From an optimization exercise on the open Yosys and OpenROAD flow, aimed at small area, a short achievable clock period and few clock cycles; shortcuts taken in it are not production practice.
The RTL was checked by simulation tests, not by an equivalence proof against the original design.
Power figures rest on the tool's default switching activity, not on a simulated workload.

==> flow/design.v <==
`timescale 1ns/10ps
`default_nettype none
package bat_pkg;
    localparam int DATA_W    = 16;
    localparam int MEM_AW    = 8;
    localparam int MEM_DEPTH = 256;
    localparam int NUM_REGS  = 8;
    localparam int REG_IDX_W = $clog2(NUM_REGS);
    localparam int IMM_W     = 8;
    localparam int REG_A   = 0;
    localparam int REG_B   = 1;
    localparam int REG_OUT = 7;
    typedef enum logic [4:0] {
        OP_NOP = 5'd0,
        OP_ADD = 5'd1,
        OP_SUB = 5'd2,
        OP_AND = 5'd3,
        OP_OR  = 5'd4,
        OP_XOR = 5'd5,
        OP_NOT = 5'd6,
        OP_SHL = 5'd7,
        OP_SHR = 5'd8,
        OP_LDI = 5'd9,
        OP_MOV = 5'd10,
        OP_INC = 5'd11,
        OP_LD  = 5'd12,
        OP_ST  = 5'd13,
        OP_JMP = 5'd14,
        OP_JZ  = 5'd15,
        OP_JC  = 5'd16,
        OP_HLT = 5'd17
    } opcode_e;
    typedef struct packed {
        opcode_e              opcode;
        logic [REG_IDX_W-1:0] rd;
        logic [IMM_W-1:0]     imm;
    } instr_t;
    typedef enum logic [2:0] {
        BUS_NONE = 3'd0,
        BUS_PC   = 3'd1,
        BUS_RAM  = 3'd2,
        BUS_IMM  = 3'd3,
        BUS_REG  = 3'd4,
        BUS_ALU  = 3'd5
    } bus_src_e;
    typedef struct packed {
        logic                 pc_inc;
        logic                 pc_load;
        logic                 mar_load;
        logic                 ram_we;
        logic                 ir_load;
        bus_src_e             bus_src;
        logic [REG_IDX_W-1:0] reg_sel;   
        logic [REG_IDX_W-1:0] src_sel;   
        logic                 reg_we;
        logic                 reg_inc;
        opcode_e              alu_op;
        logic                 flags_we;
    } ctrl_t;
    typedef struct packed {
        logic carry;
        logic zero;
    } flags_t;
    typedef enum logic [2:0] {
        ST_FETCH_ADDR,
        ST_FETCH_READ,
        ST_FETCH_IR,
        ST_EXEC,
        ST_MEM_READ,
        ST_MEM_WB,
        ST_MEM_WRITE,
        ST_HALTED
    } state_e;
endpackage
`default_nettype wire
`timescale 1ns/10ps
`default_nettype none
module bat_alu (
    input  wire logic [bat_pkg::DATA_W-1:0] a,
    input  wire logic [bat_pkg::DATA_W-1:0] b,
    input  wire logic [4:0]                 op,
    output logic [bat_pkg::DATA_W-1:0]      result,
    output bat_pkg::flags_t                 flags
);
    logic [bat_pkg::DATA_W:0] sum;
    always_comb begin
        case (op)
            bat_pkg::OP_ADD:  sum = {1'b0, a} + {1'b0, b};
            bat_pkg::OP_SUB:  sum = {1'b0, a} - {1'b0, b};
            bat_pkg::OP_AND:  sum = {1'b0, a & b};
            bat_pkg::OP_OR:   sum = {1'b0, a | b};
            bat_pkg::OP_XOR:  sum = {1'b0, a ^ b};
            bat_pkg::OP_NOT:  sum = {1'b0, ~a};
            bat_pkg::OP_SHL:  sum = {a, 1'b0};
            default:          sum = {a[0], 1'b0, a[bat_pkg::DATA_W-1:1]};   
        endcase
    end
    assign result      = sum[bat_pkg::DATA_W-1:0];
    assign flags.carry = sum[bat_pkg::DATA_W];
    assign flags.zero  = (result == '0);
endmodule
`default_nettype wire
`timescale 1ns/10ps
`default_nettype none
module bat_regfile (
    input  wire logic                          clk,
    input  wire logic                          arst_n,
    input  wire logic                          we,
    input  wire logic [bat_pkg::REG_IDX_W-1:0] waddr,
    input  wire logic [bat_pkg::DATA_W-1:0]    wdata,
    input  wire logic [bat_pkg::REG_IDX_W-1:0] raddr_d,
    output logic [bat_pkg::DATA_W-1:0]         rdata_d,
    input  wire logic [bat_pkg::REG_IDX_W-1:0] raddr_s,
    output logic [bat_pkg::DATA_W-1:0]         rdata_s,
    output logic [bat_pkg::DATA_W-1:0]         reg_a,
    output logic [bat_pkg::DATA_W-1:0]         reg_b,
    output logic [bat_pkg::DATA_W-1:0]         reg_out
);
    logic [bat_pkg::DATA_W-1:0] regs [bat_pkg::NUM_REGS];
    always_ff @(posedge clk or negedge arst_n) begin
        if (!arst_n) begin
            for (int i = 0; i < bat_pkg::NUM_REGS; i++) begin
                regs[i] <= '0;
            end
        end else if (we) begin
            regs[waddr] <= wdata;
        end
    end
    assign rdata_d = regs[raddr_d];
    assign rdata_s = regs[raddr_s];
    assign reg_a   = regs[bat_pkg::REG_A];
    assign reg_b   = regs[bat_pkg::REG_B];
    assign reg_out = regs[bat_pkg::REG_OUT];
endmodule
`default_nettype wire
`timescale 1ns/10ps
`default_nettype none
module bat_memory (
    input  wire logic                       clk,
    input  wire logic                       we,
    input  wire logic [15:0]                whi,
    input  wire logic [15:0]                wlo,
    input  wire logic [bat_pkg::DATA_W-1:0] wdata,
    input  wire logic [15:0]                rhi,
    input  wire logic [15:0]                rlo,
    output logic [7:0][bat_pkg::DATA_W-1:0] part,
    output logic [bat_pkg::DATA_W-1:0]      rdata
);
    logic [15:0][15:0][bat_pkg::DATA_W-1:0] mem;    
    logic [15:0][bat_pkg::DATA_W-1:0]       row;
    always_ff @(posedge clk) begin
        for (int h = 0; h < 16; h++) begin
            for (int l = 0; l < 16; l++) begin
                if (we && whi[h] && wlo[l]) begin
                    mem[h][l] <= wdata;
                end
            end
        end
    end
    always_comb begin
        for (int h = 0; h < 16; h++) begin
            row[h] = '0;
            for (int l = 0; l < 16; l++) begin
                row[h] = row[h] | (mem[h][l] & {bat_pkg::DATA_W{rlo[l]}});
            end
        end
        for (int g = 0; g < 8; g++) begin
            part[g] = (row[2*g]   & {bat_pkg::DATA_W{rhi[2*g]}}) |
                      (row[2*g+1] & {bat_pkg::DATA_W{rhi[2*g+1]}});
        end
        rdata = '0;
        for (int g = 0; g < 8; g++) begin
            rdata = rdata | part[g];
        end
    end
endmodule
`default_nettype wire
`timescale 1ns/10ps
`default_nettype none
module bat_controller (
    input  wire logic clk,
    input  wire logic arst_n,
    input  wire logic halt,
    input  wire logic exec_hlt,    
    output logic      start,
    output logic      fetch,
    output logic      run,
    output logic      pc_sel,
    output logic      halted
);
    always_ff @(posedge clk or negedge arst_n) begin
        if (!arst_n) begin
            start  <= 1'b0;
            fetch  <= 1'b0;
            run    <= 1'b0;
            pc_sel <= 1'b0;
            halted <= 1'b0;
        end else begin
            if (halt) begin
                start  <= 1'b0;
                fetch  <= 1'b0;
                run    <= 1'b0;
                pc_sel <= 1'b0;
                halted <= 1'b0;
            end else begin
                start  <= !start && !fetch && !run && !halted;
                fetch  <= start;
                run    <= fetch || (run && !exec_hlt);
                pc_sel <= !halted && !(run && exec_hlt);
                halted <= halted || (run && exec_hlt);
            end
        end
    end
endmodule
`default_nettype wire
`timescale 1ns/10ps
`default_nettype none
module bat_amateur (
    input  wire logic              clk,
    input  wire logic              arst_n,
    input  wire logic              halt,
    input  wire logic              ext_ram_en,
    input  wire logic              ext_ram_rw,
    input  wire logic [bat_pkg::MEM_AW-1:0] address,
    input  wire logic [bat_pkg::DATA_W-1:0] data,
    output logic [bat_pkg::DATA_W-1:0]      out,
    output logic [bat_pkg::DATA_W-1:0]      rdata,
    output logic                   halted
);
    logic                       start, fetch, run, pc_sel;
    logic [7:0][bat_pkg::DATA_W-1:0] part;
    logic [7:0][bat_pkg::DATA_W-1:0] part_q;
    logic                       ex_q;      
    logic                       ldwb_q;    
    logic [2:0]                 ldrd_q;
    logic [15:0]                pc_hi_q, pc_lo_q;     
    bat_pkg::flags_t            flag_q;
    logic [bat_pkg::DATA_W-1:0] word;
    logic [4:0]                 op;
    logic [2:0]                 rd;
    logic [7:0]                 imm;
    logic [15:0]                imm_hi, imm_lo;
    logic                       d_alu, d_ldi, d_mov, d_inc, d_ld, d_st, d_jmp, d_jz, d_jc, d_hlt;
    logic                       st_hit, stall, use_imm, next;
    logic [15:0]                addr_hi, addr_lo, rhi, rlo;
    logic                       ram_we;
    logic [15:0]                whi, wlo;
    logic [bat_pkg::DATA_W-1:0] ram_wdata;
    logic [bat_pkg::DATA_W-1:0] reg_a, reg_b, reg_d, reg_s;
    logic [bat_pkg::DATA_W-1:0] alu_result;
    bat_pkg::flags_t            alu_flags;
    logic                       reg_we;
    logic [2:0]                 reg_waddr;
    logic [bat_pkg::DATA_W-1:0] reg_wdata;
    always_comb begin
        word = '0;
        for (int g = 0; g < 8; g++) begin
            word = word | part_q[g];
        end
    end
    assign rdata = word;
    assign op  = word[15:11];
    assign rd  = word[10:8];
    assign imm = word[7:0];
    always_comb begin
        imm_hi  = '0;
        imm_lo  = '0;
        addr_hi = '0;
        addr_lo = '0;
        imm_hi[imm[7:4]]      = 1'b1;
        imm_lo[imm[3:0]]      = 1'b1;
        addr_hi[address[7:4]] = 1'b1;
        addr_lo[address[3:0]] = 1'b1;
    end
    assign d_alu = ex_q && (op >= 5'd1) && (op <= 5'd8);
    assign d_ldi = ex_q && (op == bat_pkg::OP_LDI);
    assign d_mov = ex_q && (op == bat_pkg::OP_MOV);
    assign d_inc = ex_q && (op == bat_pkg::OP_INC);
    assign d_ld  = ex_q && (op == bat_pkg::OP_LD);
    assign d_st  = ex_q && (op == bat_pkg::OP_ST);
    assign d_jmp = ex_q && (op == bat_pkg::OP_JMP);
    assign d_jz  = ex_q && (op == bat_pkg::OP_JZ);
    assign d_jc  = ex_q && (op == bat_pkg::OP_JC);
    assign d_hlt = ex_q && (op == bat_pkg::OP_HLT);
    assign st_hit  = d_st && ((imm_hi & pc_hi_q) != '0) && ((imm_lo & pc_lo_q) != '0);
    assign stall   = d_ld || st_hit;
    assign use_imm = d_ld || d_jmp || (d_jz && flag_q.zero) || (d_jc && flag_q.carry);
    assign next    = fetch || (run && !stall && !d_hlt);
    assign rhi = !pc_sel ? addr_hi : use_imm ? imm_hi : pc_hi_q;
    assign rlo = !pc_sel ? addr_lo : use_imm ? imm_lo : pc_lo_q;
    assign ram_we    = run ? d_st : (halt && ext_ram_en && ext_ram_rw);
    assign whi       = run ? imm_hi : addr_hi;
    assign wlo       = run ? imm_lo : addr_lo;
    assign ram_wdata = run ? reg_d : data;
    bat_memory i_memory (
        .clk   (clk),
        .we    (ram_we),
        .whi   (whi),
        .wlo   (wlo),
        .wdata (ram_wdata),
        .rhi   (rhi),
        .rlo   (rlo),
        .part  (part),
        .rdata ()
    );
    always_ff @(posedge clk) begin
        part_q <= part;
    end
    always_ff @(posedge clk or negedge arst_n) begin
        if (!arst_n) begin
            ex_q    <= 1'b0;
            ldwb_q  <= 1'b0;
            ldrd_q  <= '0;
            pc_hi_q <= 16'd1;
            pc_lo_q <= 16'd1;
            flag_q  <= '0;
        end else begin
            ex_q   <= next;
            ldwb_q <= d_ld;
            ldrd_q <= rd;
            if (next) begin
                pc_lo_q <= {rlo[14:0], rlo[15]};
                pc_hi_q <= rlo[15] ? {rhi[14:0], rhi[15]} : rhi;
            end
            if (d_alu) begin
                flag_q <= alu_flags;
            end
        end
    end
    bat_controller i_controller (
        .clk      (clk),
        .arst_n   (arst_n),
        .halt     (halt),
        .exec_hlt (d_hlt),
        .start    (start),
        .fetch    (fetch),
        .run      (run),
        .pc_sel   (pc_sel),
        .halted   (halted)
    );
    bat_alu i_alu (
        .a      (reg_a),
        .b      (reg_b),
        .op     (op),
        .result (alu_result),
        .flags  (alu_flags)
    );
    always_comb begin
        reg_we    = ldwb_q || d_alu || d_ldi || d_mov || d_inc;
        reg_waddr = ldwb_q ? ldrd_q : rd;
        reg_wdata = alu_result;
        if (d_ldi)  reg_wdata = {8'd0, imm};
        if (d_mov)  reg_wdata = reg_s;
        if (d_inc)  reg_wdata = reg_d + 1'b1;
        if (ldwb_q) reg_wdata = word;
    end
    bat_regfile i_regfile (
        .clk     (clk),
        .arst_n  (arst_n),
        .we      (reg_we),
        .waddr   (reg_waddr),
        .wdata   (reg_wdata),
        .raddr_d (rd),
        .rdata_d (reg_d),
        .raddr_s (imm[2:0]),
        .rdata_s (reg_s),
        .reg_a   (reg_a),
        .reg_b   (reg_b),
        .reg_out (out)
    );
endmodule
`default_nettype wire
==> flow/run.sh <==
#!/bin/bash
# synth_recipe.tcl (not shown) runs the flow's synth.tcl, then flattens the netlist and writes it again
# the make line also repeats each setting of config.mk as NAME=value (left out here)
make -C /OpenROAD-flow-scripts/flow DESIGN_CONFIG=/design/flow/config.mk WORK_HOME=/design/flow/orfs CLKGATE_MAP_FILE= SYNTH_SCRIPT=/design/flow/synth_recipe.tcl finish
==> flow/config.mk <==
export PLATFORM = sky130hd
export DESIGN_NAME = bat_amateur
export DESIGN_NICKNAME = bat_amateur
export VERILOG_FILES = /design/flow/design.v
export SDC_FILE = /design/flow/constraint.sdc
export NUM_CORES = 4
export LEC_CHECK = 0
export CAP_MARGIN = 20
export CORE_MARGIN = 2
export CORE_UTILIZATION = 40
export SETUP_SLACK_MARGIN = 5
export SLEW_MARGIN = 20
export SYNTH_HIERARCHICAL = 1
==> flow/constraint.sdc <==
create_clock -name core_clock -period 10.0 [get_ports {clk}]
set_input_delay 2.0000 -clock core_clock [delete_from_list [all_inputs] [get_ports {clk}]]
set_output_delay 2.0000 -clock core_clock [all_outputs]
set_load 0.01 [all_outputs]
==> results of run 1 <==
state kept, by name, summed over array words and instances (netlist names):
| register | cells |
|---|---|
| flag_q | 2 |
| i_controller.run | 1 |
| i_controller.start | 1 |
| i_memory.mem | 4096 |
| part_q | 128 |
| i_controller.fetch | 1 |
| i_regfile.regs | 128 |
| pc_lo_q | 16 |
| i_controller.pc_sel | 1 |
| i_controller.halted | 1 |
| ldrd_q | 3 |
| ex_q | 1 |
| pc_hi_q | 16 |
| ldwb_q | 1 |
power by group:
group / internal, mW / total [mW] / leakage (nW) / switching [mW]
Combinational: 3.87 / 12.6 / 16.0 / 8.69
Sequential: 21.0 / 21.8 / 40.3 / 0.795
Clock: 9.24 / 16.2 / 6.90 / 6.92
per-layer routing:
| metal | routed length (um) | up-vias | track usage (%) | share of wire [%] |
|---|---|---|---|---|
| met4 | 20700 | 10 | 9.25 | 4.0 |
| li1 | - | 41000 | - | - |
| met1 | 204000 | 51500 | 33.0 | 39 |
| met5 | 58 | - | 0 | 0.011 |
| met2 | 239000 | 5876 | 37.0 | 46 |
| met3 | 55000 | 924 | 4.68 | 11 |
area by class of cell:
cell class	instances	area, um2
inverter	84	364
timing repair inverter	1	8.76
antenna	63	158
fill	34900	223000
sequential	4396	130000
clock buffer	597	12000
tap	5474	6850
clock inverter	209	2090
multi-input combinational	4824	35400
timing repair buffer	337	3790
worst max-delay path by stage:
stage,endpoint,slack [ns],cells past startpoint
after floorplan,i_regfile.regs[0][14],5.34,19
after global placement,part_q[59],2.84,13
after detailed placement,part_q[59],2.92,13
after CTS,i_regfile.regs[1][14],4.99,18
after global routing,flag_q[0],4.87,17
final,part_q[59],4.89,16
what timing repair did:
item	CTS	global route
setup endpoints to repair	5660	2041
gates resized for setup	360	90
buffers inserted	65	10
endpoints found under the hold margin	0	0
pin swaps	38	27
cloned	15	0
metrics by stage:
stage          utilization (%)  area (um2)
3_3_place_gp              41.9      174000
2_1_floorplan                -      167000
5_1_grt                   46.0      191000
6_report                  46.0      191000
4_1_cts                   45.9      190000
3_5_place_dp              42.0      174000
critical path, cell delays in order, from the launching register on:
cell and delay, ns:
dfxtp_1 0.44, or4_4 0.56, nor2_4 0.28, clkinvlp_4 0.14, buf_4 0.16, buf_4 0.22
nor2_2 0.21, o211ai_4 0.22, nand2_4 0.14, buf_12 0.15, mux2i_1 0.35, mux2i_4 0.22
buf_16 0.25, a22oi_1 0.45, nand2_1 0.08, o31ai_1 0.41, nand2_4 0.22
==> impl_metrics.csv, run 1 <==
group,metric,value,unit
global_routing,grt_pass1_wl,726000,um
worst_setup_path,cp-end-kind,"flip-flop",
outcome,status,"timing/DRC/antenna clean",
placed_design,gp_congestion,0.931,
power_and_ir_drop,power_density,265,mW/mm2
finish,final_common_cell,"edfxtp_1",
power_and_ir_drop,ir_drop,259,uV
placed_design,io_buffer_count,61,
clock_tree,cts_tree,"built",
worst_hold_path,hold_end,"i_controller.fetch",
clock_tree,clk_pin_slew,0.07,ns
die,die-width,649,um
worst_hold_path,hold_class,"reg -> reg",
placed_design,post-dp-hpwl,284000,um
clock_tree,clock_sinks,4396,
worst_hold_path,holdPathStages,1,
detailed_routing,finalWirelength,518000,um
worst_setup_path,arrival,5.92,ns
die,initial_utilization,40.2,%
finish,nets,10200,
finish,mostFrequentLayoutCells,"4096 x edfxtp_1, 2065 x a22oi_1, 755 x nand2_1",
timing,rsz0062_at_grt,"true",
worst_setup_path,r2r-start,"part_q[60]",
timing,setup_ws,4.89,ns
detailed_routing,wl_per_cell,32.4,um
timing,finalCritPeriodShare,51.1,%
worst_setup_path,path_class,"reg -> reg",
clock_tree,ctsLongestPathBuffers,4,
clock_tree,worstSkewPairLatency,0.99,ns
clock_tree,htree_levels,5,
worst_setup_path,r2r_setup_slack,4.89,ns
die,io_pins,62,
synth,avgSynthCellArea,16.7,um2
clock_tree,cts_root_buf,"clkbuf_16",
die,rows,236,
global_routing,antenna_found_initial,50,
synth,syn_nets,10100,
detailed_routing,antenna_left,0,
global_routing,overflow,0,
synth,ys_warn_count,12,
worst_setup_path,r2r_cells,16,
timing,hold_slack,0.507,ns
global_routing,grt_max_degree,257,
timing,hold_violations,0,
timing,fin_worst_skew,0.0809,ns
detailed_routing,via_per_inst,6.21,
timing,slew_violations,0,
die,core,0.414,mm2
worst_setup_path,critPathLaunchType,"flip-flop",
detailed_routing,drtPass1Iterations,6,
finish,final_layout_size_suffix_gt1_share,14.6,%
timing,fin_tns_setup,0,ns
timing,fmax,0.196,GHz
synth,synth_cells,9961,
synth,syn_area,0.167,mm2
run,maxCapViolCount,0,
clock_tree,numCtsBuffers,433,
power_and_ir_drop,power,50.5,mW
placed_design,dp_cells,15000,
timing,fin_crit,5.11,ns
worst_hold_path,hold_path_startpoint,"i_controller.start",
finish,finalNonFillerCells,16000,
worst_setup_path,crit_start,"part_q[60]",
worst_setup_path,reg2reg_to,"part_q[59]",
detailed_routing,drc,0,
global_routing,track_usage,23.8,%
detailed_routing,drtIter0Drc,15600,
clock_tree,hold_buffers,0,
detailed_routing,vias,99300,
placed_design,dp_slack,2.92,ns
timing,worstMarginPinSlew,1.24,ns
power_and_ir_drop,cellLeakagePower,63.2,nW
global_routing,grt_pass1_vias,95800,
worst_setup_path,cp_max_fo,145,
finish,area_growth,14.5,%
timing,setup_viol,0,
die,die_h,649,um
worst_setup_path,cp.required,10.81,ns
die,dieArea,0.422,mm2
timing,relSlewSlack,17.5,%
Testbench counts, summed over its fixed seeds: cycles 23,300.
==> inputs of run 2 (changes only) <==
--- a/flow/design.v
+++ b/flow/design.v
@@ -75,6 +75,14 @@
 `default_nettype wire
 `timescale 1ns/10ps
 `default_nettype none
+module bat_add16 (
+    input  wire logic [bat_pkg::DATA_W-1:0] a,
+    input  wire logic [bat_pkg::DATA_W-1:0] b,
+    input  wire logic                       cin,
+    output logic [bat_pkg::DATA_W:0]        sum
+);
+    assign sum = {1'b0, a} + {1'b0, b} + {{bat_pkg::DATA_W{1'b0}}, cin};
+endmodule
 module bat_alu (
     input  wire logic [bat_pkg::DATA_W-1:0] a,
     input  wire logic [bat_pkg::DATA_W-1:0] b,
@@ -82,11 +90,14 @@
     output logic [bat_pkg::DATA_W-1:0]      result,
     output bat_pkg::flags_t                 flags
 );
+    logic [bat_pkg::DATA_W:0] add_sum, sub_sum;
     logic [bat_pkg::DATA_W:0] sum;
+    bat_add16 i_add (.a(a), .b(b),  .cin(1'b0), .sum(add_sum));
+    bat_add16 i_sub (.a(a), .b(~b), .cin(1'b1), .sum(sub_sum));   
     always_comb begin
         case (op)
-            bat_pkg::OP_ADD:  sum = {1'b0, a} + {1'b0, b};
-            bat_pkg::OP_SUB:  sum = {1'b0, a} - {1'b0, b};
+            bat_pkg::OP_ADD:  sum = add_sum;
+            bat_pkg::OP_SUB:  sum = {!sub_sum[bat_pkg::DATA_W], sub_sum[bat_pkg::DATA_W-1:0]};
             bat_pkg::OP_AND:  sum = {1'b0, a & b};
             bat_pkg::OP_OR:   sum = {1'b0, a | b};
             bat_pkg::OP_XOR:  sum = {1'b0, a ^ b};
@@ -182,31 +193,19 @@
     input  wire logic arst_n,
     input  wire logic halt,
     input  wire logic exec_hlt,    
-    output logic      start,
-    output logic      fetch,
     output logic      run,
-    output logic      pc_sel,
     output logic      halted
 );
     always_ff @(posedge clk or negedge arst_n) begin
         if (!arst_n) begin
-            start  <= 1'b0;
-            fetch  <= 1'b0;
             run    <= 1'b0;
-            pc_sel <= 1'b0;
             halted <= 1'b0;
         end else begin
             if (halt) begin
-                start  <= 1'b0;
-                fetch  <= 1'b0;
                 run    <= 1'b0;
-                pc_sel <= 1'b0;
                 halted <= 1'b0;
             end else begin
-                start  <= !start && !fetch && !run && !halted;
-                fetch  <= start;
-                run    <= fetch || (run && !exec_hlt);
-                pc_sel <= !halted && !(run && exec_hlt);
+                run    <= run ? !exec_hlt : !halted;
                 halted <= halted || (run && exec_hlt);
             end
         end
@@ -227,7 +226,7 @@
     output logic [bat_pkg::DATA_W-1:0]      rdata,
     output logic                   halted
 );
-    logic                       start, fetch, run, pc_sel;
+    logic                       run, ext_rd;
     logic [7:0][bat_pkg::DATA_W-1:0] part;
     logic [7:0][bat_pkg::DATA_W-1:0] part_q;
     logic                       ex_q;      
@@ -285,9 +284,10 @@
     assign st_hit  = d_st && ((imm_hi & pc_hi_q) != '0) && ((imm_lo & pc_lo_q) != '0);
     assign stall   = d_ld || st_hit;
     assign use_imm = d_ld || d_jmp || (d_jz && flag_q.zero) || (d_jc && flag_q.carry);
-    assign next    = fetch || (run && !stall && !d_hlt);
-    assign rhi = !pc_sel ? addr_hi : use_imm ? imm_hi : pc_hi_q;
-    assign rlo = !pc_sel ? addr_lo : use_imm ? imm_lo : pc_lo_q;
+    assign next    = run ? (!stall && !d_hlt) : (!halt && !halted);
+    assign ext_rd = halt && ext_ram_en && !ext_ram_rw;
+    assign rhi = ext_rd ? addr_hi : use_imm ? imm_hi : pc_hi_q;
+    assign rlo = ext_rd ? addr_lo : use_imm ? imm_lo : pc_lo_q;
     assign ram_we    = run ? d_st : (halt && ext_ram_en && ext_ram_rw);
     assign whi       = run ? imm_hi : addr_hi;
     assign wlo       = run ? imm_lo : addr_lo;
@@ -332,10 +332,7 @@
         .arst_n   (arst_n),
         .halt     (halt),
         .exec_hlt (d_hlt),
-        .start    (start),
-        .fetch    (fetch),
         .run      (run),
-        .pc_sel   (pc_sel),
         .halted   (halted)
     );
     bat_alu i_alu (
==> flow/flow/run.sh (new file) <==
#!/bin/bash
set -euo pipefail
bash standard.sh SETUP_SLACK_MARGIN=6 finish > standard_flow.log 2>&1
==> flow/standard.sh (new file) <==
#!/bin/bash
# synth_recipe.tcl (not shown) runs the flow's synth.tcl, then flattens the netlist and writes it again
# the make line also repeats each setting of config.mk as NAME=value (left out here)
make -C /OpenROAD-flow-scripts/flow DESIGN_CONFIG=/design/flow/config.mk WORK_HOME=/design/flow/orfs CLKGATE_MAP_FILE= SYNTH_SCRIPT=/design/flow/synth_recipe.tcl "${@:-finish}"
--- a/flow/config.mk
+++ b/flow/config.mk
@@ -8,6 +8,6 @@
 export CAP_MARGIN = 20
 export CORE_MARGIN = 2
 export CORE_UTILIZATION = 40
-export SETUP_SLACK_MARGIN = 5
 export SLEW_MARGIN = 20
 export SYNTH_HIERARCHICAL = 1
+export TNS_END_PERCENT = 10
removed: flow/run.sh
==> run 2 against run 1 <==
Compared with the run above:
- still clean on timing, DRC and antenna
- non-clock buffer count rose by 189
- via count grew 3.3%
- combinational power grew 110%
- sequential power up 16%
- final area grew 3.3%
- worst setup slack gained 0.47 ns
- maximum frequency rose by 10%
- critical path depth unchanged
==> impl_metrics.csv, run 2 <==
group,metric,value,unit
outcome,status,"timing/DRC/antenna clean",
detailed_routing,wl_met2,255000,um
worst_setup_path,reg2reg_to,"part_q[77]",
finish,mostFrequentLayoutCells,"4096 x edfxtp_1, 2003 x a22oi_1, 717 x nand2_1",
timing,hold_violations,0,
worst_setup_path,r2r-start,"part_q[28]",
die,die_h,650,um
timing,rsz0062_at_grt,"true",
die,dieArea,0.422,mm2
synth,avgSynthCellArea,16.8,um2
timing,fin_tns_setup,0,ns
finish,final_common_cell,"edfxtp_1",
timing,fin_worst_skew,0.0722,ns
power_and_ir_drop,cellLeakagePower,65.1,nW
clock_tree,clk_pin_slew,0.06,ns
worst_setup_path,cp-end-kind,"flip-flop",
timing,fmax,0.215,GHz
power_and_ir_drop,power_density,344,mW/mm2
detailed_routing,wl_met3,67400,um
clock_tree,cts_root_buf,"clkbuf_16",
finish,final_layout_size_suffix_gt1_share,19.8,%
detailed_routing,finalWirelength,557000,um
detailed_routing,top_layer,"met5",
global_routing,overflow,0,
detailed_routing,drt-met1-wl,211000,um
finish,largest_reg_flops,4096,
synth,ys_warn_count,12,
timing,setup_viol,0,
clock_tree,htree_levels,5,
finish,area_growth,18.1,%
timing,fin_crit,4.65,ns
global_routing,track_usage,24.0,%
clock_tree,clock_sinks,4393,
die,io_pins,62,
detailed_routing,vias,103000,
placed_design,gp_congestion,0.867,
power_and_ir_drop,internal_power,41.3,mW
worst_setup_path,cp_max_fo,56,
global_routing,grt_pass1_wl,732000,um
power_and_ir_drop,clockPowerShare,23.8,%
worst_setup_path,path_class,"reg -> reg",
detailed_routing,wl_per_cell,34.4,um
power_and_ir_drop,power,67.7,mW
worst_setup_path,critPathLaunchType,"flip-flop",
detailed_routing,drtPass1Iterations,8,
worst_setup_path,cp.required,10.82,ns
die,initial_utilization,40.1,%
die,die-width,650,um
placed_design,io_buffer_count,61,
finish,top_regs,"i_memory.mem x4096, i_regfile.regs x128, part_q x128",
timing,finalCritPeriodShare,46.5,%
worst_hold_path,hold_class,"reg -> reg",
timing,relSlewSlack,16.2,%
run,maxCapViolCount,0,
worst_hold_path,hold_end,"flag_q[0]",
global_routing,antenna_found_initial,46,
power_and_ir_drop,ir_drop,514,uV
synth,syn_nets,10100,
worst_setup_path,r2r_setup_slack,5.35,ns
detailed_routing,drc,0,
worst_hold_path,hold_path_startpoint,"flag_q[0]",
global_routing,grt_pass1_vias,95800,
power_and_ir_drop,p_sw,26.4,mW
worst_hold_path,holdPathStages,1,
global_routing,grt_max_degree,201,
synth,syn_area,0.167,mm2
clock_tree,hold_buffers,0,
placed_design,post-dp-hpwl,273000,um
power_and_ir_drop,sequentialPowerShare,37.4,%
detailed_routing,drtIter0Drc,16900,
power_and_ir_drop,switching_share,39.0,%
worst_setup_path,arrival,5.47,ns
finish,nets,10400,
die,rows,237,
finish,top_register,"i_memory.mem",
detailed_routing,via_per_inst,6.34,
clock_tree,worstSkewPairLatency,1.01,ns
worst_setup_path,r2r_cells,16,
timing,worstMarginPinSlew,1.26,ns
clock_tree,ctsLongestPathBuffers,4,
placed_design,dp_slack,3.25,ns
synth,synth_cells,9938,
die,core,0.416,mm2
timing,slew_violations,0,
clock_tree,cts_tree,"built",
power_and_ir_drop,combPwrFrac,38.8,%
clock_tree,numCtsBuffers,429,
timing,setup_ws,5.35,ns
detailed_routing,antenna_left,0,
## run 2: cell types whose count changed in the layout (fill, tap and decap cells not counted), sizes merged, moves of 11 or more
cell / before / now
clkinv: 164 / 150
a31oi: 47 / 35
a21o: 4 / 15
xor2: 12 / 23
clkbuf: 599 / 624
nand2: 771 / 744
ha: 66 / 79
nand3: 73 / 51
o21ai: 75 / 55
mux2: 208 / 221
clkdlybuf4s50: 52 / 38
buf: 265 / 430
## run 2: layer usage
metal	vias up	global-route usage (%)
met1	53300	33.4
met3	1079	4.89
li1	41500	-
met5	-	0.0679
met2	6790	37.6
met4	8	8.26
## run 2: worst max path at each step
stage	from	end	slack (ns)	depth (start not counted)
6_report	part_q[28]	part_q[77]	5.35	16
5_1_grt	part_q[28]	rdata[12]	5.36	5
3_3_place_gp	address[1]	part_q[126]	3.17	12
4_1_cts	part_q[28]	rdata[12]	5.37	5
3_5_place_dp	address[0]	part_q[126]	3.25	12
2_1_floorplan	data[7]	i_memory.mem[1015]	5.62	1
## run 2: what timing repair did
| item | in CTS | in global routing |
|---|---|---|
| pin swaps | 101 | 123 |
| setup endpoints to repair | 8513 | 6464 |
| resized for setup | 896 | 445 |
| gates cloned | 40 | 53 |
| buffers inserted | 144 | 110 |
## run 2: power by group through the flow
stage | logic (mW) | registers [mW] | clock network [mW]
after global placement | 19.9 | 25.6 | 0
after detailed placement | 20.3 | 25.6 | 0
after global routing | 27.0 | 25.3 | 16.9
final | 26.3 | 25.3 | 16.1
after floorplan | 11.4 | 25.6 | 0
after CTS | 23.3 | 25.3 | 16.2
## run 2: critical path: stages (launching register included)
cell	delay, ns
dfxtp_4	0.38
or4_4	0.60
nor2_4	0.25
buf_6	0.23
nor4b_1	0.10
a311oi_4	0.28
buf_6	0.17
buf_12	0.19
and4b_1	0.26
a211oi_4	0.21
a21oi_4	0.06
buf_12	0.18
buf_16	0.20
a22oi_2	0.28
nand4_1	0.36
o31ai_4	0.40
nand2_1	0.08
## run 2: through the flow
step | util (%) | area [um2] | hold slack, ns | cells
2_1_floorplan | - | 167000 | 0.472 | 9938
3_3_place_gp | 41.7 | 173000 | 0.492 | 15000
3_5_place_dp | 41.7 | 173000 | 0.506 | 15000
4_1_cts | 46.4 | 193000 | 0.520 | 16000
5_1_grt | 47.3 | 197000 | 0.533 | 16100
6_report | 47.3 | 197000 | 0.527 | 16200
## run 2: area by class of cell
type / count / area (um2)
Antenna cell: 54 / 135
Clock buffer: 586 / 11700
Clock inverter: 214 / 2180
Fill cell: 34300 / 219000
Inverter: 71 / 328
Multi-Input combinational cell: 4836 / 38400
Sequential cell: 4393 / 130000
Tap cell: 5497 / 6880
Timing Repair Buffer: 526 / 7230
Timing Repair inverter: 1 / 8.76
Testbench counts of run 2, summed over its fixed seeds: cycles 23,108.
==> inputs of run 3 (changes only) <==
--- a/flow/design.v
+++ b/flow/design.v
@@ -186,6 +186,19 @@
     end
 endmodule
 `default_nettype wire
+`default_nettype none
+module bat_rdata (
+    input  wire logic [7:0][bat_pkg::DATA_W-1:0] part_n,
+    output logic [bat_pkg::DATA_W-1:0]           rdata
+);
+    always_comb begin
+        for (int b = 0; b < bat_pkg::DATA_W; b++) begin
+            rdata[b] = ~((part_n[0][b] & part_n[1][b] & part_n[2][b] & part_n[3][b]) &
+                         (part_n[4][b] & part_n[5][b] & part_n[6][b] & part_n[7][b]));
+        end
+    end
+endmodule
+`default_nettype wire
 `timescale 1ns/10ps
 `default_nettype none
 module bat_controller (
@@ -228,7 +241,7 @@
 );
     logic                       run, ext_rd;
     logic [7:0][bat_pkg::DATA_W-1:0] part;
-    logic [7:0][bat_pkg::DATA_W-1:0] part_q;
+    logic [7:0][bat_pkg::DATA_W-1:0] part_n_q;   
     logic                       ex_q;      
     logic                       ldwb_q;    
     logic [2:0]                 ldrd_q;
@@ -252,12 +265,16 @@
     logic [2:0]                 reg_waddr;
     logic [bat_pkg::DATA_W-1:0] reg_wdata;
     always_comb begin
-        word = '0;
+        word = '1;
         for (int g = 0; g < 8; g++) begin
-            word = word | part_q[g];
+            word = word & part_n_q[g];
         end
+        word = ~word;
     end
-    assign rdata = word;
+    bat_rdata i_rdata (
+        .part_n (part_n_q),
+        .rdata  (rdata)
+    );
     assign op  = word[15:11];
     assign rd  = word[10:8];
     assign imm = word[7:0];
@@ -304,7 +321,7 @@
         .rdata ()
     );
     always_ff @(posedge clk) begin
-        part_q <= part;
+        part_n_q <= ~part;
     end
     always_ff @(posedge clk or negedge arst_n) begin
         if (!arst_n) begin
--- a/flow/config.mk
+++ b/flow/config.mk
@@ -7,7 +7,7 @@
 export LEC_CHECK = 0
 export CAP_MARGIN = 20
 export CORE_MARGIN = 2
-export CORE_UTILIZATION = 40
+export CORE_UTILIZATION = 50
 export SLEW_MARGIN = 20
 export SYNTH_HIERARCHICAL = 1
 export TNS_END_PERCENT = 10
==> run 3 against run 2 <==
Compared with the run above:
- synthesized area up 0.48%
- clock power up 3%
- register-to-register slack better by 0.18 ns
- hold slack about the same
- clock skew down 0.0072 ns
- combinational power down about 40%
- die area down 20%
- count of clock-buffer cells in the layout down 4
- flip-flop and latch count unchanged
- first-iteration DRC count up 3.4%
- highest routed layer unchanged
- sequential power down 14%
- non-clock buffer count up 143
==> impl_metrics.csv, run 3 <==
group,metric,value,unit
finish,mostFrequentLayoutCells,"4096 x edfxtp_1, 2021 x a22oi_1, 743 x nand2_1",
die,io_pins,62,
outcome,status,"timing/DRC/antenna clean",
timing,setup_viol,0,
power_and_ir_drop,power_density,270,mW/mm2
detailed_routing,drtPass1Iterations,6,
clock_tree,hold_buffers,0,
die,die-width,583,um
power_and_ir_drop,power,54.1,mW
timing,rsz0062_at_grt,"true",
clock_tree,numCtsBuffers,440,
finish,top_register,"i_memory.mem",
finish,final_common_cell,"edfxtp_1",
global_routing,antenna_found_initial,47,
clock_tree,worstSkewPairLatency,1.00,ns
timing,finalCritPeriodShare,46.5,%
finish,largest_reg_flops,4096,
worst_hold_path,hold_class,"reg -> reg",
worst_setup_path,cp.required,8.00,ns
die,rows,212,
timing,fin_crit,4.65,ns
worst_setup_path,cp_max_fo,2,
worst_setup_path,cp_cell_sequence,"nand4_1 > or2_4 > buf_6",
clock_tree,ctsLongestPathBuffers,4,
worst_setup_path,critPathLaunchType,"flip-flop",
placed_design,gp_congestion,0.897,
placed_design,dpl-instance-area,0.173,mm2
global_routing,grt_pass1_vias,99800,
worst_setup_path,path_class,"reg -> out",
placed_design,dp_cells,14100,
finish,nets,10700,
global_routing,grt_max_degree,187,
synth,syn_nets,10300,
timing,fin_worst_skew,0.0650,ns
die,initial_utilization,50.2,%
detailed_routing,drtIter0Drc,17500,
timing,relSlewSlack,19.1,%
timing,fmax,0.215,GHz
die,core,0.333,mm2
synth,syn_area,0.168,mm2
detailed_routing,wl_per_cell,39.7,um
clock_tree,cts_tree,"built",
worst_setup_path,arrival,2.65,ns
detailed_routing,via_per_inst,6.94,
timing,fin_tns_setup,0,ns
power_and_ir_drop,ir_drop,182,uV
finish,final_layout_size_suffix_gt1_share,20.7,%
finish,finalNonFillerCells,15400,
die,dieArea,0.340,mm2
worst_setup_path,critPathMaxStageDelay,0.52,ns
global_routing,grt_pass1_wl,814000,um
power_and_ir_drop,cellLeakagePower,67.5,nW
detailed_routing,antenna_left,0,
run,maxCapViolCount,0,
worst_setup_path,critical-path-top-delay-family,"simple AND/OR/NAND/NOR gates",
worst_setup_path,crit_slowest_cell,"nand4_1",
finish,area_growth,19.6,%
global_routing,track_usage,34.5,%
clock_tree,clock_sinks,4393,
clock_tree,cts_root_buf,"clkbuf_16",
worst_setup_path,cp-end-kind,"output pin",
detailed_routing,drc,0,
timing,slew_violations,0,
global_routing,overflow,0,
placed_design,post-dp-hpwl,291000,um
synth,synth_cells,10100,
die,die_h,583,um
synth,avgSynthCellArea,16.5,um2
timing,hold_violations,0,
clock_tree,htree_levels,5,
placed_design,io_buffer_count,61,
synth,ys_warn_count,13,
detailed_routing,vias,107000,
timing,worstMarginPinSlew,1.21,ns
finish,design_area,0.200,mm2
clock_tree,clk_pin_slew,0.06,ns
detailed_routing,finalWirelength,613000,um
finish,top_regs,"i_memory.mem x4096, i_regfile.regs x128, part_n_q x128",
worst_setup_path,crit_buf_inv,1,
timing,hold_slack,0.528,ns
run 3: final timing paths:
path | depth (start not counted) | end | slack (ns) | startpoint
max | 3 | rdata[1] | 5.35 | part_n_q[81]
min reg2reg | 1 | i_regfile.regs[6][14] | 0.53 | i_regfile.regs[6][14]
min in group asynchronous | 1 | i_regfile.regs[6][10] | 1.12 | arst_n
min | 1 | i_regfile.regs[6][14] | 0.53 | i_regfile.regs[6][14]
max reg2reg | 19 | part_n_q[12] | 5.53 | part_n_q[27]
max in group asynchronous | 2 | i_controller.run | 7.13 | arst_n
run 3: repair_timing:
item / 4_1_cts / 5_1_grt
resized for setup: 1115 / 162
setup endpoints to repair: 8425 / 6695
gates cloned: 122 / 28
setup buffers: 240 / 54
pin swaps: 182 / 87
run 3: layout make-up:
cell class              instances  area [um2]
clock buffers                 582       12000
diodes                         66         165
repair buffers                669       10900
well taps                    4387        5490
fillers                     24000      133000
flip-flops and latches       4393      130000
multi-input cells            4905       38600
clock inverters               237        2380
inverters                     208         845
run 3: where the power goes:
part / switching [mW] / total (mW) / internal, mW
Clock: 7.11 / 16.6 / 9.53
Sequential: 0.779 / 21.7 / 20.9
Combinational: 10.6 / 15.8 / 5.27
run 3: stage by stage:
stage	utilization [%]	setup WS (ns)
6_report	60.1	5.35
2_1_floorplan	-	5.63
5_1_grt	60.0	5.46
3_3_place_gp	52.0	3.22
3_5_place_dp	52.0	3.09
4_1_cts	59.5	5.42
run 3: routing by layer:
| metal | up-vias | track usage, % | wire, um |
|---|---|---|---|
| met3 | 1484 | 7.94 | 78200 |
| met1 | 55300 | 46.7 | 220000 |
| met5 | - | 0 | 191 |
| li1 | 42300 | - | - |
| met4 | 24 | 19.0 | 40600 |
| met2 | 8118 | 52.0 | 274000 |
Testbench counts of run 3, summed over its fixed seeds: cycles 23,108.
==> inputs of run 4 (changes only) <==
==> flow/flow/run.sh (replaced) <==
#!/bin/bash
set -euo pipefail
bash standard.sh SETUP_SLACK_MARGIN=6 MATCH_CELL_FOOTPRINT=0 finish > standard_flow.log 2>&1
--- a/flow/config.mk
+++ b/flow/config.mk
@@ -7,7 +7,7 @@
 export LEC_CHECK = 0
 export CAP_MARGIN = 20
 export CORE_MARGIN = 2
-export CORE_UTILIZATION = 50
+export CORE_UTILIZATION = 40
 export SLEW_MARGIN = 20
 export SYNTH_HIERARCHICAL = 1
-export TNS_END_PERCENT = 10
+export TNS_END_PERCENT = 0
==> run 4 against run 3 <==
Compared with the run above:
- still clean on timing, DRC and antenna
- via count down 5.2%
- register-to-register slack got worse by 0.40 ns
- count of clock-buffer cells in the layout is 9 lower
- combinational power down 27%
- maximum frequency down 4.6%
- non-clock buffer count decreased by 310
- largest cell class unchanged
- highest routed layer unchanged
==> impl_metrics.csv, run 4 <==
group,metric,value,unit
worst_setup_path,cp_cell_sequence,"nand4_1 > nor2_1 > buf_6 > clkinv_1 > buf_12 > nor4_1 > o21ai_1 > buf_4 > a21oi_2 > o21ai_4 > clkbuf_16 > a22oi_1 > nand4_1 > o31ai_4 > nand2_1 > inv_1",
synth,syn_area,0.168,mm2
die,initial_utilization,40.2,%
timing,hold_violations,0,
finish,final_common_cell,"edfxtp_1",
worst_hold_path,hold_class,"reg -> reg",
clock_tree,htree_levels,5,
detailed_routing,antenna_left,0,
detailed_routing,finalWirelength,545000,um
timing,setup_ws,5.13,ns
finish,top_regs,"i_memory.mem x4096, i_regfile.regs x128, part_n_q x128",
detailed_routing,drtPass1Iterations,8,
finish,area_growth,15.3,%
detailed_routing,drtIter0Drc,15400,
finish,top_register,"i_memory.mem",
worst_setup_path,arrival,5.77,ns
detailed_routing,wl_per_cell,33.7,um
worst_setup_path,cp_max_fo,58,
clock_tree,cts_tree,"built",
global_routing,overflow,0,
global_routing,grt_max_degree,177,
finish,nets,10400,
worst_setup_path,r2r-start,"part_n_q[13]",
power_and_ir_drop,cellLeakagePower,63.8,nW
worst_hold_path,hold_path_startpoint,"i_regfile.regs[4][4]",
die,rows,237,
die,die-width,651,um
worst_setup_path,cp.required,10.90,ns
worst_setup_path,crit_start,"part_n_q[13]",
clock_tree,clk_pin_slew,0.06,ns
placed_design,dpl-instance-area,0.174,mm2
worst_setup_path,path_class,"reg -> reg",
clock_tree,numCtsBuffers,427,
timing,hold_slack,0.529,ns
detailed_routing,drc,0,
worst_setup_path,crit_slowest_cell,"o31ai_4",
timing,slew_violations,0,
finish,mostFrequentLayoutCells,"4096 x edfxtp_1, 2051 x a22oi_1, 767 x nand2_1",
timing,fin_worst_skew,0.0684,ns
timing,setup_viol,0,
die,dieArea,0.424,mm2
worst_setup_path,critPathLaunchType,"flip-flop",
placed_design,dp_slack,3.27,ns
outcome,status,"timing/DRC/antenna clean",
finish,design_area,0.193,mm2
placed_design,post-dp-hpwl,286000,um
power_and_ir_drop,ir_drop,216,uV
clock_tree,cts_root_buf,"clkbuf_16",
synth,ys_warn_count,13,
timing,worstMarginPinSlew,1.32,ns
clock_tree,worstSkewPairLatency,1.00,ns
timing,fin_crit,4.87,ns
finish,final_layout_size_suffix_gt1_share,16.5,%
timing,rsz0062_at_grt,"true",
worst_setup_path,crit_buf_inv,6,
clock_tree,hold_buffers,0,
global_routing,grt_pass1_vias,95400,
synth,synth_cells,10100,
timing,fin_tns_setup,0,ns
worst_setup_path,path_common_cell,"nand4_1",
clock_tree,ctsLongestPathBuffers,4,
timing,fmax,0.205,GHz
run,maxCapViolCount,0,
power_and_ir_drop,power_density,256,mW/mm2
placed_design,gp_congestion,0.874,
die,die_h,651,um
die,core,0.417,mm2
placed_design,io_buffer_count,61,
timing,relSlewSlack,11.9,%
global_routing,track_usage,24.0,%
detailed_routing,via_per_inst,6.28,
global_routing,grt_pass1_wl,734000,um
power_and_ir_drop,power,49.4,mW
timing,finalCritPeriodShare,48.7,%
global_routing,antenna_found_initial,51,
worst_setup_path,cp-end-kind,"flip-flop",
die,io_pins,62,
synth,syn_nets,10300,
clock_tree,clock_sinks,4393,
finish,largest_reg_flops,4096,
worst_setup_path,critPathMaxStageDelay,0.48,ns
detailed_routing,vias,102000,
synth,avgSynthCellArea,16.5,um2
worst_setup_path,critical-path-top-delay-family,"compound AO/OA/AOI/OAI gates",
run 4: final cells by class:
cell class                 instances  area (um2)
antenna                           36        90.1
tap                             5497        6880
inverter                         208         830
timing repair buffer             359        4490
multi-input combinational       4904       36800
sequential                      4393      130000
clock buffer                     573       11800
fill                           35100      224000
clock inverter                   221        2300
run 4: timing repair:
action	CTS	global route
setup endpoints to repair	8511	7167
pin swaps	60	50
gates cloned	18	20
setup buffers	59	58
gates resized for setup	504	352
hold endpoints to repair	0	0
run 4: worst paths after layout:
path	cells after the start	slack, ns	to
max in group asynchronous	2	7.71	i_controller.run
hold / removal	1	0.53	i_regfile.regs[4][4]
setup reg to reg	16	5.13	part_n_q[32]
hold reg to reg	1	0.53	i_regfile.regs[4][4]
setup / recovery	16	5.13	part_n_q[32]
min in group asynchronous	1	0.97	i_regfile.regs[7][14]
run 4: per-stage QoR:
stage | cells | utilization (%)
floorplan | 10100 | -
global placement | 15200 | 41.8
detailed placement | 15200 | 41.8
CTS | 16100 | 45.7
global route | 16200 | 46.3
finish | 16200 | 46.3
run 4: report_power, final:
part           internal [mW]  switching [mW]  total, mW
Combinational           3.14            8.40       11.5
Clock                   9.23            6.97       16.2
Sequential              20.9           0.772       21.7
Total                   33.3            16.1       49.4
run 4: per-layer routing:
layer / vias to the layer above / part of all wire [%] / global-route usage (%)
met5: - / 0.016 / 0
met4: 16 / 4.8 / 9.86
met3: 1101 / 11 / 4.43
met2: 6477 / 46 / 37.4
met1: 52600 / 38 / 33.3
li1: 41500 / - / -
==> inputs of run 5 (changes only) <==
--- a/flow/config.mk
+++ b/flow/config.mk
@@ -7,7 +7,7 @@
 export LEC_CHECK = 0
 export CAP_MARGIN = 20
 export CORE_MARGIN = 2
-export CORE_UTILIZATION = 40
+export CORE_UTILIZATION = 50
 export SLEW_MARGIN = 20
 export SYNTH_HIERARCHICAL = 1
 export TNS_END_PERCENT = 0
==> run 5 against run 4 <==
Compared with the run above:
- still clean
- synthesized cell count is the same
- register-to-register slack got worse by 0.03 ns
- die area down 20%
- clock power barely moved
- sequential power about the same
- total power down 0.61%
- final area decreased by 1.1%
- critical endpoint is now part_n_q[108]
- largest power group unchanged
==> impl_metrics.csv, run 5 <==
group,metric,value,unit
worst_setup_path,critPathLaunchType,"flip-flop",
finish,nets,10400,
die,initial_utilization,50.2,%
timing,relSlewSlack,5.11,%
clock_tree,ctsLongestPathBuffers,4,
finish,top_regs,"i_memory.mem x4096, i_regfile.regs x128, part_n_q x128",
finish,fin_util,57.3,%
global_routing,overflow,0,
timing,fin_crit,4.90,ns
global_routing,track_usage,30.7,%
die,core,0.333,mm2
finish,mostFrequentLayoutCells,"4096 x edfxtp_1, 2067 x a22oi_1, 764 x nand2_1",
timing,finalCritPeriodShare,49.0,%
clock_tree,hold_buffers,0,
power_and_ir_drop,cellLeakagePower,63.7,nW
timing,worstMarginPinSlew,1.42,ns
global_routing,grt_pass1_vias,95000,
worst_setup_path,path_class,"reg -> reg",
die,dieArea,0.340,mm2
clock_tree,cts_tree,"built",
timing,fin_tns_setup,0,ns
clock_tree,clk_pin_slew,0.07,ns
detailed_routing,via_per_inst,6.69,
placed_design,gp_congestion,0.944,
worst_setup_path,cp_max_fo,128,
die,rows,212,
power_and_ir_drop,power,49.1,mW
finish,area_growth,14.0,%
power_and_ir_drop,power_density,257,mW/mm2
synth,syn_area,0.168,mm2
timing,slew_violations,0,
die,die_h,583,um
placed_design,post-dp-hpwl,285000,um
timing,fin_worst_skew,0.0680,ns
power_and_ir_drop,ir_drop,225,uV
detailed_routing,antenna_left,0,
worst_setup_path,arrival,5.80,ns
detailed_routing,wl_per_cell,35.7,um
global_routing,grt_max_degree,174,
detailed_routing,drc,0,
timing,rsz0062_at_grt,"true",
timing,setup_viol,0,
clock_tree,cts_root_buf,"clkbuf_16",
finish,final_common_cell,"edfxtp_1",
clock_tree,htree_levels,5,
worst_hold_path,hold_class,"reg -> reg",
finish,final_layout_size_suffix_gt1_share,16.2,%
synth,synth_cells,10100,
clock_tree,clock_sinks,4393,
clock_tree,numCtsBuffers,436,
timing,hold_violations,0,
die,die-width,583,um
clock_tree,worstSkewPairLatency,1.00,ns
timing,hold_slack,0.527,ns
timing,fmax,0.204,GHz
global_routing,antenna_found_initial,29,
worst_setup_path,cp-end-kind,"flip-flop",
synth,ys_warn_count,13,
detailed_routing,finalWirelength,539000,um
run,maxCapViolCount,0,
die,io_pins,62,
detailed_routing,drtIter0Drc,14100,
finish,largest_reg_flops,4096,
outcome,status,"timing/DRC/antenna clean",
finish,top_register,"i_memory.mem",
worst_setup_path,cp.required,10.90,ns
global_routing,grt_pass1_wl,739000,um
placed_design,io_buffer_count,61,
detailed_routing,drtPass1Iterations,8,
detailed_routing,vias,101000,
synth,avgSynthCellArea,16.5,um2
synth,syn_nets,10300,
## run 5: worst paths after layout
check	start	endpoint	slack [ns]	cells past startpoint
max in group asynchronous	arst_n	i_controller.run	7.37	3
hold / removal	flag_q[1]	flag_q[1]	0.53	1
min in group asynchronous	arst_n	i_regfile.regs[7][12]	0.96	1
hold reg to reg	flag_q[1]	flag_q[1]	0.53	1
setup reg to reg	part_n_q[123]	part_n_q[108]	5.10	16
setup / recovery	part_n_q[123]	part_n_q[108]	5.10	16
## run 5: critical path, stage by stage, from the launching register on
cell and delay (ns):
dfxtp_4 0.40, nand4_1 0.64, nor2_4 0.38, buf_12 0.16, clkinvlp_4 0.17, buf_4 0.19, a2111oi_4 0.30, o21ai_1 0.18
buf_6 0.23, a21oi_1 0.32, o21ai_4 0.10, buf_12 0.20, a22oi_1 0.47, nand2_1 0.12, o31ai_2 0.45, nand2_1 0.10
inv_1 0.06
## run 5: final cells by class
cell class	count	area [um2]
Antenna cell	24	60.1
Clock buffer	582	11900
Clock inverter	234	2000
Fill cell	25100	142000
Inverter	208	818
Multi-Input combinational cell	4903	36500
Sequential cell	4393	130000
Tap cell	4387	5490
Timing Repair Buffer	352	4270
## run 5: per-stage QoR
step	cells	setup WS, ns	area, um2
final	15100	5.10	191000
after global placement	14100	3.52	173000
after floorplan	10100	5.63	168000
after detailed placement	14100	3.44	173000
after CTS	15000	5.30	190000
after global routing	15100	5.29	191000
## run 5: power by group
| part | internal [mW] | leakage, nW | switching [mW] | total (mW) |
|---|---|---|---|---|
| sequential | 20.9 | 40.1 | 0.733 | 21.6 |
| combinational | 3.13 | 16.8 | 8.38 | 11.5 |
| clock | 8.99 | 6.82 | 6.99 | 16.0 |
| total | 33.0 | 63.7 | 16.1 | 49.1 |
## run 5: timing repair
action                                  4_1_cts  5_1_grt
gates resized for setup                     604      135
gates cloned                                 29        9
buffers inserted                             71       28
endpoints found under the setup margin     8443     7054
pin swaps                                    63       36
## run 5: routing by layer
| layer | routed length (um) | track usage (%) | share of wire (%) | vias to the layer above |
|---|---|---|---|---|
| met2 | 245000 | 46.8 | 45 | 5960 |
| met3 | 56000 | 5.80 | 10 | 1059 |
| li1 | - | - | - | 41500 |
| met4 | 28100 | 13.9 | 5.2 | 4 |
| met5 | 33 | 0 | 0.0061 | - |
| met1 | 210000 | 43.2 | 39 | 52300 |

==> port drivers added, routing unchanged <==
No port has a modelled driver above. Below, the same layouts with a new extraction and two added sets of constraints.
Step 1: set_driving_cell puts a clkbuf_16 on clk and a buf_2 on each other input, an assumption about the parent block.
Step 2, shift: input delay + t, output delay - t, t = (earliest + latest rising clock arrival at the registers) / 2. This alone moves slack from input paths to output paths.
Slacks: no drivers / after step 1 / after step 2; pairs: no drivers / after step 1.
run | t (ns) | slack for setup (ns) | worst register clock-pin slew, ns | pins driven straight from the clock port
run 1 | 1.061 | 4.886 / 4.886 / 3.975 | 0.07 / 0.07 | 1
run 2 | 1.079 | 5.352 / 5.285 / 4.518 | 0.07 / 0.07 | 1
run 3 | 1.070 | 5.351 / 5.251 / 4.429 | 0.07 / 0.07 | 1
run 4 | 1.079 | 5.129 / 5.129 / 4.055 | 0.07 / 0.07 | 1
run 5 | 1.065 | 5.099 / 5.099 / 4.104 | 0.07 / 0.07 | 1
After both steps setup and hold are still met in every run listed. The setup slack of run 4, which loses most, moves by 0.000 ns with the drivers and by -1.074 ns with both steps.
